This design comes from an exercise in tuning for small area on the open sky130 flow, not from production work. Only simulation tests tie the RTL to the original design; equivalence was not proved. The flow treats the clock pin as an ideal source, which a real chip does not have.

Design mips_trace_capture, start of the top module:
module mips_trace_capture #(
  parameter int DEPTH      = 16,
  parameter int WORD_WIDTH = 32
) (
  input  logic                    clk,
  input  logic                    reset,
  input  logic                    capture_en,
  input  logic                    MEM_WB_RegWrite,
  input  logic [4:0]              MEM_WB_RegisterRd,
  input  logic [WORD_WIDTH-1:0]   RegWriteData,
  input  logic                    EX_MEM_MemWrite,
  input  logic [WORD_WIDTH-1:0]   EX_MEM_ALU_result,
  input  logic [WORD_WIDTH-1:0]   EX_MEM_MemWriteData,
  output logic                    trace_valid,
  input  logic                    trace_ready,
  output logic [1:0]              trace_kind,
  output logic [WORD_WIDTH-1:0]   trace_addr,
  output logic [WORD_WIDTH-1:0]   trace_data,
  output logic [mips_trace_pkg::STAMP_WIDTH-1:0] trace_stamp,
  output logic [$clog2(DEPTH):0]  fifo_count,
  output logic [15:0]             overflow_cnt
);
Size: ~3100 cells after synthesis, roughly 1300 flip-flops, ~210 I/O pins.
export LEC_CHECK = 0
export CAP_MARGIN = 20
export CORE_MARGIN = 2
export CORE_UTILIZATION = 40
export CTS_BUF_LIST = sky130_fd_sc_hd__clkbuf_4
export SLEW_MARGIN = 20
create_clock -name core_clock -period 6.0 [get_ports {clk}]
run.sh (not shown) runs the stock make flow with config.mk's settings and CLKGATE_MAP_FILE= SYNTH_SCRIPT=/design/flow/synth_recipe.tcl, a recipe that flattens the netlist after the stock synthesis.
Then changed:
- CTS_BUF_LIST: sky130_fd_sc_hd__clkbuf_4 -> not set
Final area stays flat.
Die area does not change.
Synthesized cell count stays the same.
Sequential cell count stays the same.
Area after synthesis is unchanged.
Setup slack gains 0.18 ns.
Global-route usage falls by 0.30 points.


The RTL this note starts from:
==> flow/design.v <==
package mips_trace_pkg;
  localparam int STAMP_WIDTH    = 16;
  localparam int REC_WORD_WIDTH = 32;
  localparam int REC_WIDTH = 1 + 2 * REC_WORD_WIDTH + STAMP_WIDTH;
endpackage
module trace_fifo_dual_push #(
  parameter int DEPTH = 16,
  parameter int RW    = 81
) (
  input  logic             clk_i,
  input  logic [DEPTH-1:0] we_i,
  input  logic [RW-1:0]    bus_e_i,
  input  logic [RW-1:0]    bus_o_i,
  input  logic [DEPTH-1:0] rsel_i,
  output logic [RW-1:0]    head_o
);
  logic [RW-1:0] mem_q [DEPTH];
  for (genvar i = 0; i < DEPTH; i++) begin : g_slot
    always_ff @(posedge clk_i) begin
      if (we_i[i]) mem_q[i] <= (i % 2 == 0) ? bus_e_i : bus_o_i;
    end
  end
  always_comb begin
    head_o = '0;
    for (int i = 0; i < DEPTH; i++) head_o = head_o | (mem_q[i] & {RW{rsel_i[i]}});
  end
endmodule
module mips_trace_capture #(
  parameter int DEPTH      = 16,
  parameter int WORD_WIDTH = 32
) (
  input  logic                    clk,
  input  logic                    reset,
  input  logic                    capture_en,
  input  logic                    MEM_WB_RegWrite,
  input  logic [4:0]              MEM_WB_RegisterRd,
  input  logic [WORD_WIDTH-1:0]   RegWriteData,
  input  logic                    EX_MEM_MemWrite,
  input  logic [WORD_WIDTH-1:0]   EX_MEM_ALU_result,
  input  logic [WORD_WIDTH-1:0]   EX_MEM_MemWriteData,
  output logic                    trace_valid,
  input  logic                    trace_ready,
  output logic [1:0]              trace_kind,
  output logic [WORD_WIDTH-1:0]   trace_addr,
  output logic [WORD_WIDTH-1:0]   trace_data,
  output logic [mips_trace_pkg::STAMP_WIDTH-1:0] trace_stamp,
  output logic [$clog2(DEPTH):0]  fifo_count,
  output logic [15:0]             overflow_cnt
);
  localparam int AW = $clog2(DEPTH);
  localparam int CW = AW + 1;
  localparam int SW = mips_trace_pkg::STAMP_WIDTH;
  localparam int RW = 1 + 2 * WORD_WIDTH + SW;
  logic [SW-1:0]    cycle_q;
  logic             valid_q;
  logic [15:0]      ovf_q;
  logic [16:0]      ovf_sum;
  logic [AW-1:0]    rd_q, wr;
  logic [CW-1:0]    count_q;
  logic             reg_ev, mem_ev, ev0, ev1, push0, push1, do_pop, nonempty;
  logic [CW-1:0]    count_d;
  logic [1:0]       dropped;
  logic             e_mem, o_mem;
  logic [RW-1:0]    bus_e, bus_o, head;
  logic [DEPTH-1:0] wdec, wdec1, we, rsel;
  assign reg_ev = capture_en && MEM_WB_RegWrite && (MEM_WB_RegisterRd != 5'd0);
  assign mem_ev = capture_en && EX_MEM_MemWrite;
  assign ev0      = reg_ev || mem_ev;
  assign ev1      = reg_ev && mem_ev;
  assign push0    = ev0 && !count_q[AW];
  assign push1    = ev1 && !count_q[AW] && (count_q[AW-1:0] != '1);
  assign nonempty = valid_q;
  assign do_pop   = trace_ready && nonempty;
  assign wr       = rd_q + count_q[AW-1:0];
  assign e_mem = wr[0] || !reg_ev;
  assign o_mem = !wr[0] || !reg_ev;
  assign bus_e = {e_mem, e_mem ? EX_MEM_ALU_result : WORD_WIDTH'(MEM_WB_RegisterRd),
                  e_mem ? EX_MEM_MemWriteData : RegWriteData, cycle_q};
  assign bus_o = {o_mem, o_mem ? EX_MEM_ALU_result : WORD_WIDTH'(MEM_WB_RegisterRd),
                  o_mem ? EX_MEM_MemWriteData : RegWriteData, cycle_q};
  always_comb begin
    for (int i = 0; i < DEPTH; i++) begin
      wdec[i] = (wr == AW'(i));
      wdec1[i] = (wr == AW'(i - 1));
      rsel[i] = nonempty && (rd_q == AW'(i));
    end
  end
  assign we = (wdec & {DEPTH{push0}}) | (wdec1 & {DEPTH{push1}});
  trace_fifo_dual_push #(.DEPTH(DEPTH), .RW(RW)) u_fifo (
    .clk_i   (clk),
    .we_i    (we),
    .bus_e_i (bus_e),
    .bus_o_i (bus_o),
    .rsel_i  (rsel),
    .head_o  (head)
  );
  assign count_d = count_q + CW'(push0) + CW'(push1) - CW'(do_pop);
  assign dropped = {1'b0, ev0 && !push0} + {1'b0, ev1 && !push1};
  assign ovf_sum = {1'b0, ovf_q} + 17'(dropped);
  always_ff @(posedge clk or posedge reset) begin
    if (reset) begin
      cycle_q <= '0;
      ovf_q   <= '0;
      rd_q    <= '0;
      count_q <= '0;
      valid_q <= 1'b0;
    end else begin
      cycle_q <= cycle_q + 1'b1;
      ovf_q   <= ovf_sum[16] ? 16'hFFFF : ovf_sum[15:0];
      rd_q    <= rd_q + AW'(do_pop);
      count_q <= count_d;
      valid_q <= (count_d != '0);
    end
  end
  assign trace_valid  = nonempty;
  assign trace_kind   = {1'b0, head[RW-1]};
  assign trace_addr   = head[RW-2 -: WORD_WIDTH];
  assign trace_data   = head[SW +: WORD_WIDTH];
  assign trace_stamp  = head[SW-1:0];
  assign fifo_count   = count_q;
  assign overflow_cnt = ovf_q;
endmodule
clock: 6.0 ns
lec_check: 0
cap_margin: 20
core_margin: 2
core_utilization: 40
place_density: 0.85
slew_margin: 20
standard.sh (not shown) runs the stock make flow with config.mk's settings and CLKGATE_MAP_FILE= SYNTH_SCRIPT=/design/flow/synth_recipe.tcl, a recipe that flattens the netlist after the stock synthesis.
==> flow/flow/run.sh <==
#!/bin/bash
# Own layout flow: standard synthesis, an area re-map of its combinational logic (registers
# untouched), then the standard ORFS layout with small port buffers and a lighter clock tree.
set -euo pipefail
cd "$(dirname "$0")/.."
W=$PWD
R=$W/orfs/results/$FLOW_PLATFORM/mips_trace_capture/base
O=$W/orfs/objects/$FLOW_PLATFORM/mips_trace_capture/base
PLAT=$FLOW_HOME/platforms/$FLOW_PLATFORM

bash standard.sh synth > $W/synth.log 2>&1

cp $R/1_2_yosys.v $R/1_2_yosys_std.v
DU=$(sed -n '/DONT_USE_CELLS/,/^$/p' $PLAT/config.mk | grep -o "sky130_fd_sc_hd__[a-z0-9_]*" | sed 's/^/-dont_use /' | tr '\n' ' ')
if LIB=$PLAT/lib/sky130_fd_sc_hd__tt_025C_1v80.lib IN=$R/1_2_yosys_std.v OUT=$R/1_2_yosys_remap.v \
   TOP=$FLOW_TOP CONSTR=$O/abc.constr ABCSCRIPT=$W/flow/area.abc DONTUSE="$DU" \
   yosys -c $W/flow/remap.tcl > $W/remap.log 2>&1; then
  cp $R/1_2_yosys_remap.v $R/1_2_yosys.v
  rm -f $R/1_synth.odb $R/1_synth.sdc
else
  echo "remap failed; keeping the standard netlist" >> $W/remap.log
fi

export BUFFER_PORTS_ARGS="-buffer_cell sky130_fd_sc_hd__buf_1"
export CTS_ARGS="-sink_clustering_enable -repair_clock_nets -dont_use_dummy_load -buf_list sky130_fd_sc_hd__clkbuf_8 -sink_clustering_size 16 -sink_clustering_max_diameter 80"
bash standard.sh finish > $W/finish.log 2>&1
==> flow/flow/area.abc <==
strash
dch
amap
topo
stime -c
==> flow/flow/remap.tcl <==
# Re-map the combinational logic of the standard synthesis netlist for area.
# Registers are black boxes here, so every register keeps its instance name and cell type.
# env: LIB IN OUT TOP CONSTR ABCSCRIPT DONTUSE
yosys -import
set lib $::env(LIB)
read_liberty -ignore_miss_func -ignore_buses $lib
blackbox sky130_fd_sc_hd__*df* sky130_fd_sc_hd__*dl* sky130_fd_sc_hd__conb_1
read_verilog $::env(IN)
hierarchy -top $::env(TOP)
tee -o $::env(OUT).before.stat stat -liberty $lib
flatten
opt_clean -purge
abc -script $::env(ABCSCRIPT) -liberty $lib -constr $::env(CONSTR) {*}$::env(DONTUSE)
opt_clean -purge
setundef -zero
hilomap -singleton -hicell sky130_fd_sc_hd__conb_1 HI -locell sky130_fd_sc_hd__conb_1 LO
splitnets
opt_clean -purge
tee -o $::env(OUT).stat stat -liberty $lib
write_verilog -noattr -noexpr -nohex -nodec $::env(OUT)
Change:
--- a/flow/flow/run.sh
+++ b/flow/flow/run.sh
@@ -24,3 +24,3 @@
 export BUFFER_PORTS_ARGS="-buffer_cell sky130_fd_sc_hd__buf_1"
-export CTS_ARGS="-sink_clustering_enable -repair_clock_nets -dont_use_dummy_load -buf_list sky130_fd_sc_hd__clkbuf_8 -sink_clustering_size 16 -sink_clustering_max_diameter 80"
+export CTS_ARGS="-sink_clustering_enable -repair_clock_nets -dont_use_dummy_load -buf_list sky130_fd_sc_hd__clkbuf_16 -sink_clustering_size 30 -sink_clustering_max_diameter 100"
 bash standard.sh finish > $W/finish.log 2>&1
--- a/flow/config.mk
+++ b/flow/config.mk
@@ -10,3 +10,2 @@
 export CORE_UTILIZATION = 40
-export PLACE_DENSITY = 0.85
 export SLEW_MARGIN = 20
Register-to-register slack loses 0.08 ns.
Die area does not change.
Synthesized area is unchanged.
Clock-buffer cell count goes down by 44.
First-iteration DRC count fell by 8.5%.

==> afterwards: timing with drivers on the ports <==
The flow's constraints put no driver on any port. The routed layouts listed below were extracted and timed again, unchanged, in two steps. Step 1, drivers: a clkbuf_16 drives clk and a buf_2 each remaining input, both assumed. Step 2 times the ports against the registers' clock, not the clock port: input delays grow and output delays shrink by t, the midpoint of the rising clock arrivals with the driver on. Slacks: ideal ports / drivers / drivers and shift; pairs: ideal ports / drivers.
run | t (ns) | setup slack, ns | clock arrival spread, ns | worst data-port slew with drivers (ns) | pins driven straight from the clock port
the first run of note 1 | 1.256 | 0.089 / 0.017 / 0.985 | 0.136 / 0.136 | 0.07 | 1
the second run of note 1 | 0.798 | 0.269 / 0.194 / 0.992 | 0.034 / 0.034 | 0.08 | 1
the first run of note 2 | 0.785 | 0.340 / 0.276 / 0.731 | 0.174 / 0.175 | 0.15 | 1
the second run of note 2 | 0.720 | 0.382 / 0.310 / 1.030 | 0.121 / 0.121 | 0.17 | 1
After both steps setup and hold are still met in every run listed.
